Source: an optimization exercise on an open RTL-to-GDS flow (aim: small area, a short achievable clock period and few clock cycles per item). Production flows keep margins and buffers that such runs may drop.
In this exercise RTL edits were held to simulation tests only and were not proved equivalent to the original.
Power and IR drop assume default switching activity.

Design touch_pad_baseline_and_detect_unit, start of the top module:
module touch_pad_baseline_and_detect_unit #(
	parameter int CAL_SAMPLES   = 10,
	parameter int TRIM_EACH_END = 2,
	parameter int COUNT_WIDTH   = 16
) (
	input  logic                           clk,
	input  logic                           arst_n,
	input  logic                           in_valid,
	output logic                           in_stall,
	input  logic                           action,
	input  logic [15:0]                    charge_count,
	output logic                           out_valid,
	input  logic                           out_stall,
	output logic                           result_kind,
	output logic                           pressed,
	output logic [15:0]                    baseline_value,
	output logic                           cal_error,
	input  logic                           psel,
	input  logic                           penable,
	input  logic                           pwrite,
	input  logic [tpbd_pkg::PADDR_W-1:0]   paddr,
	input  logic [tpbd_pkg::PDATA_W-1:0]   pwdata,
	output logic [tpbd_pkg::PDATA_W-1:0]   prdata,
	output logic                           pready
);
	localparam int SUM_W = 19;
	function automatic logic [9:0] div3_8(input logic [1:0] r_in, input logic [7:0] b);
		logic [1:0] r;
		logic [7:0] q;
		r = r_in;
		for (int i = 7; i >= 0; i--) begin
			q[i] = r[1] | (r[0] & b[i]);
			r    = b[i] ? {r[1], ~(r[1] | r[0])} : {r[0], r[1]};
		end
		div3_8 = {r, q};
	endfunction
	logic        rep_q;
	logic [15:0] gate_q;
	logic [15:0] maxc_q;
	logic [15:0] rd_q;
	logic [2:0]  we_q;
	logic        cfg_acc;
	assign pready  = 1'b1;
	assign cfg_acc = psel && penable;
	always_ff @(posedge clk) begin
		we_q[0] <= psel && !penable && pwrite && (paddr[3:2] == REG_REPEAT_MODE);
		we_q[1] <= psel && !penable && pwrite && (paddr[3:2] == REG_GATE_THRESHOLD);
  ...
For scale: ~1,400 cells after synthesis, about 230 flip-flops, about 110 I/O pins.
==> flow/config.mk <==
export PLATFORM = sky130hd
export DESIGN_NAME = touch_pad_baseline_and_detect_unit
export DESIGN_NICKNAME = touch_pad_baseline_and_detect_unit
export VERILOG_FILES = /design/flow/design.v
export SDC_FILE = /design/flow/constraint.sdc
export NUM_CORES = 4
export LEC_CHECK = 0
export ABC_AREA = 1
export CAP_MARGIN = 20
export CORE_MARGIN = 2
export CORE_UTILIZATION = 40
export CTS_CLUSTER_DIAMETER = 100
export CTS_CLUSTER_SIZE = 24
export SETUP_SLACK_MARGIN = 5
export SLEW_MARGIN = 20
==> flow/constraint.sdc <==
create_clock -name core_clock -period 8.0 [get_ports {clk}]
set_input_delay 1.6000 -clock core_clock [delete_from_list [all_inputs] [get_ports {clk}]]
set_output_delay 1.6000 -clock core_clock [all_outputs]
set_load 0.01 [all_outputs]
run.sh (not shown) runs the stock make flow with config.mk's settings and CLKGATE_MAP_FILE= SYNTH_SCRIPT=/design/flow/synth_recipe.tcl, a recipe that flattens the netlist after the stock synthesis.
Testbench counts at the start, summed over its fixed seeds: cycles 5,272, results 1,600.
==> next run, changes <==
- CTS_BUF_LIST: not set -> sky130_fd_sc_hd__clkbuf_4 sky130_fd_sc_hd__clkbuf_8
- CTS_CLUSTER_DIAMETER: 100 -> not set
- CTS_CLUSTER_SIZE: 24 -> not set
After rerunning:
- count of clock-buffer cells in the layout grows by 46
- worst setup slack is worse by 0.091 ns
- cell count increases by 2.3%
- total power is higher by 9.3%
- critical path depth increases by 12
- maximum frequency falls by 3.0%
- wire length climbs by 1.4%
- cell area went up by 3.4%
- sequential cell count stays the same
- area after synthesis does not change
==> next run, changes <==
==> flow/flow/run.sh (new file) <==
#!/bin/bash
set -euo pipefail
MARGIN=${MARGIN:-5.6}
bash standard.sh SETUP_SLACK_MARGIN=$MARGIN finish > make_finish.log 2>&1
==> flow/standard.sh (new file) <==
#!/bin/bash
# synth_recipe.tcl (not shown) runs the flow's synth.tcl, then flattens the netlist and writes it again
# the make line also repeats each setting of config.mk as NAME=value (left out here)
make -C /OpenROAD-flow-scripts/flow DESIGN_CONFIG=/design/flow/config.mk WORK_HOME=/design/flow/orfs CLKGATE_MAP_FILE= SYNTH_SCRIPT=/design/flow/synth_recipe.tcl "${@:-finish}"
- CTS_BUF_LIST: sky130_fd_sc_hd__clkbuf_4 sky130_fd_sc_hd__clkbuf_8 -> not set
- SETUP_SLACK_MARGIN: 5 -> not set
removed: flow/run.sh
- The new run completed with no timing, DRC or antenna violations
- worst hold slack hardly moves
- first-iteration DRC count climbs by 18%
- non-clock buffer count increases by 64
- clock power is higher by about 9%
- die area stays the same
- utilization went up by 4.2 points
- total power went up by 18%
- critical path depth goes down by 11
- via count rose by 4.6%
==> next run, changes <==
==> flow/run.sh (new file) <==
#!/bin/bash
# synth_recipe.tcl (not shown) runs the flow's synth.tcl, then flattens the netlist and writes it again
# the make line also repeats each setting of config.mk as NAME=value (left out here)
make -C /OpenROAD-flow-scripts/flow DESIGN_CONFIG=/design/flow/config.mk WORK_HOME=/design/flow/orfs CLKGATE_MAP_FILE= SYNTH_SCRIPT=/design/flow/synth_recipe.tcl finish
- SETUP_SLACK_MARGIN: not set -> 5
removed: flow/flow/run.sh
removed: flow/standard.sh
Effect: Worst hold slack improves by 0.0037 ns. Wire length shrinks by 9.9%. Cell area shrinks by 8.2%. Non-clock buffer count shrinks by 60.
==> next run, changes <==
==> flow/flow/run.sh (new file) <==
#!/bin/bash
# The standard layout (standard synthesis unchanged); every port still
# gets a buffer, but a plain buf_2 rather than the delay cell the resizer
# picks by default.
set -euo pipefail
bash standard.sh 'BUFFER_PORTS_ARGS=-buffer_cell sky130_fd_sc_hd__buf_2' finish > make_finish.log 2>&1
==> flow/standard.sh (new file) <==
#!/bin/bash
# synth_recipe.tcl (not shown) runs the flow's synth.tcl, then flattens the netlist and writes it again
# the make line also repeats each setting of config.mk as NAME=value (left out here)
make -C /OpenROAD-flow-scripts/flow DESIGN_CONFIG=/design/flow/config.mk WORK_HOME=/design/flow/orfs CLKGATE_MAP_FILE= SYNTH_SCRIPT=/design/flow/synth_recipe.tcl "${@:-finish}"
- CTS_BUF_LIST: not set -> sky130_fd_sc_hd__clkbuf_4 sky130_fd_sc_hd__clkbuf_8
removed: flow/run.sh
- utilization drops by 1.5 points
- wire length drops by 1.5%
- clock-buffer cell count climbs by 23
- combinational power drops by about 5%
- worst setup slack is about the same
- clock skew climbs by 0.015 ns
- global-route usage climbs by 0.25 points
- cell area drops by about 3%

static timing again, ports no longer ideal:
No port has a modelled driver above. Below, the same layouts with a new extraction and two added sets of constraints. Step 1, drivers: a clkbuf_16 drives clk and a buf_2 each remaining input, both assumed. Step 2, shift: input delay + t, output delay - t, t = (earliest + latest rising clock arrival at the registers) / 2. This alone moves slack from input paths to output paths. Slacks: ideal / step 1 / step 2; pairs: ideal / step 1.
| run | t (ns) | slack for setup (ns) | hold slack, ns | worst setup path at the end |
|---|---|---|---|---|
| the first run | 0.526 | 5.056 / 5.008 / 4.692 | 0.355 / 0.355 / 0.355 | input to register |
| the second run | 0.559 | 4.966 / 4.966 / 4.685 | 0.349 / 0.349 / 0.349 | input to register |
| the third run | 0.574 | 5.239 / 5.192 / 5.115 | 0.347 / 0.347 / 0.347 | input to register |
| the fourth run | 0.566 | 5.039 / 4.987 / 4.689 | 0.351 / 0.351 / 0.351 | input to register |
| the fifth run | 0.574 | 5.039 / 5.039 / 5.039 | 0.369 / 0.369 / 0.369 | register to register |
After both steps every run listed still meets setup and hold. The setup slack of the first run, which loses most, moves by -0.048 ns with the drivers and by -0.364 ns with both steps.
